Background: an optimization exercise with open tools, aiming at a short achievable clock period and few clock cycles. Do not read the settings as production practice. Function was checked by simulation only, so behaviour that the tests miss may differ from the original. No activity file was given, so power comes from the tool's default toggle rates.

### run.sh
#!/bin/bash
# synth_recipe.tcl (not shown) runs the flow's synth.tcl, then flattens the netlist and writes it again
# the make line also repeats each setting of config.mk as NAME=value (left out here)
make -C /OpenROAD-flow-scripts/flow DESIGN_CONFIG=/design/flow/config.mk WORK_HOME=/design/flow/orfs CLKGATE_MAP_FILE= SYNTH_SCRIPT=/design/flow/synth_recipe.tcl finish
### config.mk
export PLATFORM = sky130hd
export DESIGN_NAME = cpuTop
export DESIGN_NICKNAME = cpuTop
export VERILOG_FILES = /design/flow/design.v
export SDC_FILE = /design/flow/constraint.sdc
export NUM_CORES = 4
export LEC_CHECK = 0
export CAP_MARGIN = 20
export CORE_MARGIN = 2
export CORE_UTILIZATION = 40
export SLEW_MARGIN = 20
### constraint.sdc
create_clock -name core_clock -period 9.0 [get_ports {Clk}]
set_input_delay 1.8000 -clock core_clock [delete_from_list [all_inputs] [get_ports {Clk}]]
set_output_delay 1.8000 -clock core_clock [all_outputs]
set_load 0.01 [all_outputs]
### design.v
package cpuPkg;
    typedef logic [32-1:0] word_t;
    typedef logic [$clog2(16)-1:0] regIdx_t;
    typedef enum logic [3:0] {
        OP_AND   = 4'd0,
        OP_EOR   = 4'd1,
        OP_SUB   = 4'd2,
        OP_RSB   = 4'd3,
        OP_ADD   = 4'd4,
        OP_ORR   = 4'd12,
        OP_MOV   = 4'd13,
        OP_PASSA = 4'd14,
        OP_INC4  = 4'd15
    } aluOp_t;
    typedef enum logic [3:0] {
        FETCH0, FETCH1, DECODE, DPREG, DPIMM, MEMADDR,
        LOADWAIT, LOADWB, STOREDATA, STOREWAIT, HALT
    } microState_t;
    typedef enum logic [1:0] {SEQ, DISPATCH, WAITACK, STOP} nextSel_t;
    typedef enum logic [1:0] {A_RN, A_RD, A_PC} aSel_t;
    typedef enum logic [1:0] {B_REG, B_IMM8, B_OFF12, B_MDR} bSel_t;
    typedef struct packed {
        logic        regWrite;
        logic        irLoad;
        logic        marLoad;
        logic        mdrLoad;
        logic        mdrFromBus;
        logic        busReq;
        logic        busWrite;
        aSel_t       aSel;
        bSel_t       bSel;
        aluOp_t      aluOpSel;
        logic        useInstrOp;
        logic        cSelPc;
        nextSel_t    nextSel;
        microState_t target;
    } microWord_t;
endpackage
`timescale 1ns/100ps
module registerFile (
    input  logic            Clk,
    input  logic            reset,
    input  cpuPkg::regIdx_t aIdx,
    input  cpuPkg::regIdx_t bIdx,
    input  cpuPkg::regIdx_t cIdx,
    input  logic            writeEn,
    input  cpuPkg::word_t   writeData,
    output cpuPkg::word_t   portA,
    output cpuPkg::word_t   portB
);
    cpuPkg::word_t regs [0:16-1];
    always_ff @(posedge Clk) begin
        if (reset) begin
            for (int i = 0; i < 16; i++) begin
                regs[i] <= '0;
            end
        end else if (writeEn) begin
            regs[cIdx] <= writeData;
        end
    end
    assign portA = regs[aIdx];  
    assign portB = regs[bIdx];
endmodule
`timescale 1ns/100ps
module alu (
    input  cpuPkg::word_t  a,
    input  cpuPkg::word_t  b,
    input  cpuPkg::aluOp_t op,
    output cpuPkg::word_t  result
);
    always_comb begin
        case (op)
            cpuPkg::OP_AND:   result = a & b;
            cpuPkg::OP_EOR:   result = a ^ b;
            cpuPkg::OP_SUB:   result = a - b;
            cpuPkg::OP_RSB:   result = b - a;    
            cpuPkg::OP_ADD:   result = a + b;
            cpuPkg::OP_ORR:   result = a | b;
            cpuPkg::OP_MOV:   result = b;
            cpuPkg::OP_PASSA: result = a;        
            cpuPkg::OP_INC4:  result = a + cpuPkg::word_t'(4);
            default:  result = '0;
        endcase
    end
endmodule
`timescale 1ns/100ps
module datapath (
    input  logic           Clk,
    input  logic           reset,
    input  logic           regWrite,
    input  logic           irLoad,
    input  logic           marLoad,
    input  logic           mdrLoad,
    input  logic           mdrFromBus,
    input  logic           busReq,
    input  logic           busWrite,
    input  cpuPkg::aSel_t  aSel,
    input  cpuPkg::bSel_t  bSel,
    input  cpuPkg::aluOp_t aluOpSel,
    input  logic           useInstrOp,
    input  logic           cSelPc,
    input  cpuPkg::word_t  DatI,
    input  logic           Ack,
    output cpuPkg::word_t  instr,
    output logic           Cyc,
    output logic           Stb,
    output logic           We,
    output cpuPkg::word_t  Adr,
    output cpuPkg::word_t  DatO
);
    cpuPkg::word_t   ir, mar, mdr;
    cpuPkg::word_t   portA, portB, aluB, aluResult;
    cpuPkg::regIdx_t rn, rd, aIdx, bIdx, cIdx;
    cpuPkg::aluOp_t  aluOp;
    logic    writeEn;
    assign rn = instr[16 +: 4];
    assign rd = instr[12 +: 4];
    always_comb begin
        case (aSel)
            cpuPkg::A_RN:    aIdx = rn;
            cpuPkg::A_RD:    aIdx = rd;
            default: aIdx = cpuPkg::regIdx_t'(15);
        endcase
    end
    assign bIdx = (mdrLoad && !mdrFromBus) ? rd : instr[3:0];
    assign cIdx = cSelPc ? cpuPkg::regIdx_t'(15) : rd;
    always_comb begin
        case (bSel)
            cpuPkg::B_REG:   aluB = portB;
            cpuPkg::B_IMM8:  aluB = cpuPkg::word_t'(instr[7:0]);
            cpuPkg::B_OFF12: aluB = cpuPkg::word_t'(instr[11:0]);
            default: aluB = mdr;
        endcase
    end
    assign aluOp = useInstrOp ? cpuPkg::aluOp_t'(instr[21 +: 4]) : aluOpSel;
    assign writeEn = regWrite && (!busReq || Ack);
    registerFile uRegFile (
        .Clk       (Clk),
        .reset     (reset),
        .aIdx      (aIdx),
        .bIdx      (bIdx),
        .cIdx      (cIdx),
        .writeEn   (writeEn),
        .writeData (aluResult),
        .portA     (portA),
        .portB     (portB)
    );
    alu uAlu (
        .a      (portA),
        .b      (aluB),
        .op     (aluOp),
        .result (aluResult)
    );
    always_ff @(posedge Clk) begin
        if (irLoad && Ack) begin
            ir <= DatI;
        end
        if (marLoad) begin
            mar <= aluResult;
        end
        if (mdrLoad && (!mdrFromBus || Ack)) begin
            mdr <= mdrFromBus ? DatI : portB;
        end
    end
    assign instr = ir;
    assign Cyc   = busReq;
    assign Stb   = busReq;
    assign We    = busWrite;
    assign Adr   = mar;
    assign DatO  = mdr;
endmodule
`timescale 1ns/100ps
module microstore (
    input  cpuPkg::microState_t state,
    output logic                regWrite,
    output logic                irLoad,
    output logic                marLoad,
    output logic                mdrLoad,
    output logic                mdrFromBus,
    output logic                busReq,
    output logic                busWrite,
    output cpuPkg::aSel_t       aSel,
    output cpuPkg::bSel_t       bSel,
    output cpuPkg::aluOp_t      aluOpSel,
    output logic                useInstrOp,
    output logic                cSelPc,
    output cpuPkg::nextSel_t    nextSel,
    output cpuPkg::microState_t target
);
    cpuPkg::microWord_t mw;
    always_comb begin
        mw = '0;
        case (state)
            cpuPkg::FETCH0: begin
                mw.aSel     = cpuPkg::A_PC;
                mw.aluOpSel = cpuPkg::OP_PASSA;
                mw.marLoad  = 1'b1;  
                mw.target   = cpuPkg::FETCH1;
            end
            cpuPkg::FETCH1: begin
                mw.busReq   = 1'b1;
                mw.irLoad   = 1'b1;
                mw.aSel     = cpuPkg::A_PC;
                mw.aluOpSel = cpuPkg::OP_INC4;
                mw.regWrite = 1'b1;
                mw.cSelPc   = 1'b1;  
                mw.nextSel  = cpuPkg::WAITACK;
                mw.target   = cpuPkg::DECODE;
            end
            cpuPkg::DECODE: begin
                mw.nextSel = cpuPkg::DISPATCH;
            end
            cpuPkg::DPREG, cpuPkg::DPIMM: begin
                mw.aSel       = cpuPkg::A_RN;
                mw.bSel       = (state == cpuPkg::DPIMM) ? cpuPkg::B_IMM8 : cpuPkg::B_REG;
                mw.useInstrOp = 1'b1;
                mw.regWrite   = 1'b1;
                mw.target     = cpuPkg::FETCH0;
            end
            cpuPkg::MEMADDR: begin
                mw.aSel     = cpuPkg::A_RN;
                mw.bSel     = cpuPkg::B_OFF12;
                mw.aluOpSel = cpuPkg::OP_ADD;
                mw.marLoad  = 1'b1;
                mw.nextSel  = cpuPkg::DISPATCH;  
            end
            cpuPkg::LOADWAIT: begin
                mw.busReq     = 1'b1;
                mw.mdrLoad    = 1'b1;
                mw.mdrFromBus = 1'b1;
                mw.nextSel    = cpuPkg::WAITACK;
                mw.target     = cpuPkg::LOADWB;
            end
            cpuPkg::LOADWB: begin
                mw.bSel     = cpuPkg::B_MDR;
                mw.aluOpSel = cpuPkg::OP_MOV;
                mw.regWrite = 1'b1;
                mw.target   = cpuPkg::FETCH0;
            end
            cpuPkg::STOREDATA: begin
                mw.mdrLoad = 1'b1;  
                mw.target  = cpuPkg::STOREWAIT;
            end
            cpuPkg::STOREWAIT: begin
                mw.busReq   = 1'b1;
                mw.busWrite = 1'b1;
                mw.nextSel  = cpuPkg::WAITACK;
                mw.target   = cpuPkg::FETCH0;
            end
            cpuPkg::HALT: begin
                mw.nextSel = cpuPkg::STOP;
                mw.target  = cpuPkg::HALT;
            end
            default: mw.target = cpuPkg::HALT;  
        endcase
    end
    assign regWrite   = mw.regWrite;
    assign irLoad     = mw.irLoad;
    assign marLoad    = mw.marLoad;
    assign mdrLoad    = mw.mdrLoad;
    assign mdrFromBus = mw.mdrFromBus;
    assign busReq     = mw.busReq;
    assign busWrite   = mw.busWrite;
    assign aSel       = mw.aSel;
    assign bSel       = mw.bSel;
    assign aluOpSel   = mw.aluOpSel;
    assign useInstrOp = mw.useInstrOp;
    assign cSelPc     = mw.cSelPc;
    assign nextSel    = mw.nextSel;
    assign target     = mw.target;
endmodule
`timescale 1ns/100ps
module microSequencer (
    input  logic                Clk,
    input  logic                reset,
    input  cpuPkg::word_t       instr,
    input  logic                Ack,
    input  cpuPkg::nextSel_t    nextSel,
    input  cpuPkg::microState_t target,
    output cpuPkg::microState_t state,
    output logic                Halted
);
    cpuPkg::microState_t dispatchState;
    cpuPkg::microState_t nextState;
    logic [3:0]  opcode;
    logic        dpOpOk;
    assign opcode = instr[21 +: 4];
    always_comb begin
        case (opcode)
            cpuPkg::OP_AND, cpuPkg::OP_EOR, cpuPkg::OP_SUB, cpuPkg::OP_RSB, cpuPkg::OP_ADD, cpuPkg::OP_ORR, cpuPkg::OP_MOV: dpOpOk = 1'b1;
            default: dpOpOk = 1'b0;
        endcase
    end
    always_comb begin
        dispatchState = cpuPkg::HALT;
        if (state == cpuPkg::MEMADDR) begin
            dispatchState = instr[20] ? cpuPkg::LOADWAIT : cpuPkg::STOREDATA;
        end else begin
            case (instr[27:25])
                3'b000: begin  
                    if (dpOpOk && !instr[20] && instr[11:4] == 8'h00) begin
                        dispatchState = cpuPkg::DPREG;
                    end
                end
                3'b001: begin  
                    if (dpOpOk && !instr[20] && instr[11:8] == 4'h0) begin
                        dispatchState = cpuPkg::DPIMM;
                    end
                end
                3'b010: begin
                    if (instr[24:21] == 4'b1100) begin
                        dispatchState = cpuPkg::MEMADDR;
                    end
                end
                default: dispatchState = cpuPkg::HALT;
            endcase
        end
    end
    always_comb begin
        case (nextSel)
            cpuPkg::SEQ:      nextState = target;
            cpuPkg::DISPATCH: nextState = dispatchState;
            cpuPkg::WAITACK:  nextState = Ack ? target : state;  
            default:  nextState = state;
        endcase
    end
    always_ff @(posedge Clk) begin
        if (reset) begin
            state <= cpuPkg::FETCH0;
        end else begin
            state <= nextState;
        end
    end
    assign Halted = (state == cpuPkg::HALT);
endmodule
`timescale 1ns/100ps
module cpuTop (
    input  logic          Clk,
    input  logic          reset,
    output logic          Cyc,
    output logic          Stb,
    output logic          We,
    output cpuPkg::word_t Adr,
    output cpuPkg::word_t DatO,
    input  cpuPkg::word_t DatI,
    input  logic          Ack,
    output logic          Halted
);
    cpuPkg::microState_t state, target;
    cpuPkg::nextSel_t    nextSel;
    cpuPkg::aSel_t       aSel;
    cpuPkg::bSel_t       bSel;
    cpuPkg::aluOp_t      aluOpSel;
    cpuPkg::word_t       instr;
    logic        regWrite, irLoad, marLoad, mdrLoad, mdrFromBus;
    logic        busReq, busWrite, useInstrOp, cSelPc;
    microSequencer uSeq (
        .Clk     (Clk),
        .reset   (reset),
        .instr   (instr),
        .Ack     (Ack),
        .nextSel (nextSel),
        .target  (target),
        .state   (state),
        .Halted  (Halted)
    );
    microstore uStore (
        .state      (state),
        .regWrite   (regWrite),
        .irLoad     (irLoad),
        .marLoad    (marLoad),
        .mdrLoad    (mdrLoad),
        .mdrFromBus (mdrFromBus),
        .busReq     (busReq),
        .busWrite   (busWrite),
        .aSel       (aSel),
        .bSel       (bSel),
        .aluOpSel   (aluOpSel),
        .useInstrOp (useInstrOp),
        .cSelPc     (cSelPc),
        .nextSel    (nextSel),
        .target     (target)
    );
    datapath uDatapath (
        .Clk        (Clk),
        .reset      (reset),
        .regWrite   (regWrite),
        .irLoad     (irLoad),
        .marLoad    (marLoad),
        .mdrLoad    (mdrLoad),
        .mdrFromBus (mdrFromBus),
        .busReq     (busReq),
        .busWrite   (busWrite),
        .aSel       (aSel),
        .bSel       (bSel),
        .aluOpSel   (aluOpSel),
        .useInstrOp (useInstrOp),
        .cSelPc     (cSelPc),
        .DatI       (DatI),
        .Ack        (Ack),
        .instr      (instr),
        .Cyc        (Cyc),
        .Stb        (Stb),
        .We         (We),
        .Adr        (Adr),
        .DatO       (DatO)
    );
endmodule
==> results.ini <==
[status]
status=timing/DRC/antenna clean

[worst_setup_path]
arrival_ps=8850
start_kind=flip-flop
worst-path-max-fanout=21
crit_path_end_kind=flip-flop
required_ps=9320
cpMaxStageDelayCell=a221oi_1
critPathTopFamily=compound AO/OA/AOI/OAI gates
path_class=flip-flop to flip-flop
cp_num_buf_inv=2
worstPathCellList=nor4b_4, buf_4, mux2_4, nor2_4, a32oi_1, a32oi_1, nand2_2, or4b_4, or3_4, nor2b_1, a21oi_1, xnor2_1, ha_1, a2111o_1, o21ai_0, o31ai_1, a221oi_1, a211oi_1, nor3_4, buf_4, a31oi_2
critical-path-max-stage-delay_ps=890

[pwr]
power.leakage_uw=0.0163
finalPower_uw=12500
power_density_mw_per_mm2=283
vdd_ir_drop_max_uv=138

[route]
drt-wirelength-per-cell_um=32.6
post-route-drc-count=0
firstDrtPassIters=8
drtAntennaViolNets=0
totalWireLength_um=175000
wl_met2_um=72700
num_vias=35500
drt-initial-drc-count=6426
dr_wl_met3_um=25200
routed.top_layer=met5
wl_met1_um=65700
vias_per_cell=6.62

[sta]
clock_skew_ps=36.9
setup_tns_ps=0
slew_violations=0
fmax_ghz=0.117
hold_slack_ps=840
maxSlewHeadroom=0.232
rsz0062_at_grt=no
final-hold-violation-count=0
worstMarginPinSlew_ps=1150
period_share=0.947
layout_min_cycle_time_ps=8520
setup_viol=0

[logic_synthesis]
synth_area_per_cell_um2=9.74
syn_nets=4141
synth_edf_count=604
ys_types=94
syn_inst=3978
synth_top_area_frac=0.468
ys_seq_area_frac=0.470
synth.area.top_cells=edfxtp_1 47%, nor2_1 6.2%, mux2i_1 5.2%
syn_area_mm2=0.0387
synth_area_leader_cell=edfxtp_1
synthArstFlopShare=0
yosys_warnings=5
ys.flop_type=edfxtp_1
ys_ff_latch=608

[hold_path]
hold_path.class=flip-flop to flip-flop

[final_layout]
drive_gt1_frac=0.114
area_growth_pct=13.8
fin_util=0.458
instances_no_fill=5360
multi_input_area_mm2=0.0190
regArea_mm2=0.0182
fin_nets=4188
fill_cells=9068

[floorplanning]
dieArea_mm2=0.0994
fp.dieW_um=315
die_h_um=315
coreArea_mm2=0.0963
row_count=114
io_pins=103
initial_utilization=0.402

[grt]
grt_max_degree=81
grt_pass1_wl_um=243000
grt_overflow=0
grt_use_total=0.342
grt_pass1_vias=32900
antenna_found_initial=8

[clocking]
clock-sinks=608
cts_tree=yes
path_clk_slew_ps=60
hold_buffers=0
clock_latency_ps=640
root_buffer=clkbuf_16
cts_made_buffers=70
cts.htree.levels=3
clock_path_buffers=3

[run]
cap_violations=0

[place]
hpwlAfterDp_um=115000
dpl.cell_count=5228
gp_congestion=1.02
portBuffers=102

## cells in the final DEF (no fill, tap or decap), drive strengths merged, types with 85 or more instances in the layout
master           n
xnor2           89
clkbuf          86
edfxtp         604
ha             126
mux2i          204
o21ai          181
nand2          459
nor2           644
clkdlybuf4s50  102
a21oi          154
inv            134
buf            182
nand3          159
nor2b           85
## routing by layer
metal | vias to the layer above | track usage
li1 | 14700 | -
met1 | 17200 | 0.459
met2 | 2907 | 0.495
met3 | 624 | 0.0995
met4 | 8 | 0.183
met5 | - | 0
## report_power, final
| part | leakage, uW | total, uW | switching (uW) | internal (uW) |
|---|---|---|---|---|
| registers | 0.00619 | 3520 | 131 | 3390 |
| clock network | 0.00109 | 2940 | 1270 | 1670 |
| logic | 0.00904 | 6010 | 4190 | 1830 |
| total | 0.0163 | 12500 | 5590 | 6890 |
## path summary, 6_finish.rpt
kind | cells past startpoint | slack (ps) | startpoint | to
worst min-delay path | 4 | 840 | uSeq.state[0] | uSeq.state[3]
worst max register to register | 21 | 480 | uSeq.state[0] | uDatapath.uRegFile.regs[10][31]
worst min register to register | 4 | 840 | uSeq.state[0] | uSeq.state[3]
worst max-delay path | 21 | 480 | uSeq.state[0] | uDatapath.uRegFile.regs[10][31]
## area by class of cell
| class | count | area share |
|---|---|---|
| multi-input cells | 2928 | 0.432 |
| diodes | 3 | 0.000170 |
| clock inverters | 42 | 0.00899 |
| well taps | 1276 | 0.0362 |
| clock buffers | 86 | 0.0435 |
| flip-flops and latches | 608 | 0.413 |
| repair buffers | 284 | 0.0552 |
| inverters | 133 | 0.0113 |
## repair_timing
action | 4_1_cts | 5_1_grt
endpoints found under the setup margin | 0 | 1
gates resized for setup | 0 | 1
setup buffers | 0 | 0
## cells in the mapped netlist, drive strengths merged (16+ instances only)
| cell | number |
|---|---|
| nand3 | 159 |
| buf | 124 |
| o21ai | 181 |
| mux2i | 204 |
| o211ai | 19 |
| o31ai | 19 |
| xnor2 | 89 |
| a221oi | 57 |
| a21oi | 154 |
| o221ai | 29 |
| edfxtp | 604 |
| nand4 | 22 |
| a311oi | 38 |
| a21o | 28 |
| mux2 | 23 |
| and2 | 19 |
| a31oi | 56 |
| nand2b | 43 |
| o22ai | 25 |
| xor2 | 17 |
| nand2 | 459 |
| mux4 | 34 |
| clkbuf | 185 |
| nor2 | 644 |
| nor2b | 85 |
| a2111oi | 31 |
| a211oi | 70 |
| nor3 | 43 |
| nor4 | 16 |
| a32oi | 75 |
| ha | 126 |
| inv | 131 |
## through the flow
stage / setup WS (ps) / instance area, um2
after global placement: 720 / 41800
after floorplan: 2250 / 38700
final: 477 / 44100
after detailed placement: 656 / 41800
after CTS: 587 / 44100
after global routing: 189 / 44100
## tightest hold or removal path: stages (launching register included)
cell and delay [ps]:
dfxtp_1 330, buf_4 220, nand3_1 110, a32oi_1 60
nor2_1 80
## flip-flops by register name, indices dropped and copies added (netlist names)
register and cells:
uDatapath.ir 28, uDatapath.mar 32, uDatapath.mdr 32, uDatapath.uRegFile.regs 512, uSeq.state 4
## kinds of logic after synthesis
family,after synthesis,synth area share
and+or+nand+nor,1551,0.176
xor gates and xnor gates,106,0.0240
muxes,261,0.0794
adders and majority gates,128,0.0417
buffers and inverters,442,0.0483
DFF,608,0.470
AOI/OAI and AO/OA,882,0.160
Testbench counts, summed over its fixed seeds: cycles 95,722.

## afterwards: timing with drivers on the ports
The flow's constraints put no driver on any port. The routed layout listed below was extracted and timed again, unchanged, in two steps.
Step 1 (the two cells are an assumption about what drives the block):
set clk [get_ports {Clk}]
set_driving_cell -lib_cell sky130_fd_sc_hd__clkbuf_16 $clk
set_driving_cell -lib_cell sky130_fd_sc_hd__buf_2 [delete_from_list [all_inputs] $clk]
Step 2, shift: input delay + t, output delay - t, t = (earliest + latest rising clock arrival at the registers) / 2. This alone moves slack from input paths to output paths.
Slacks: ideal ports / drivers / drivers and shift; pairs: ideal ports / drivers.
shift t [ns]: 0.677
setup slack, ns: 0.477 / 0.477 / 0.477
worst setup path at the end: register to register
clock arrival spread, ns: 0.037 / 0.037
slew at the worst register clock pin (ns): 0.07 / 0.07
After both steps this run still meets setup and hold. For this run, drivers alone change the setup slack by 0.000 ns; drivers and shift together by 0.000 ns.
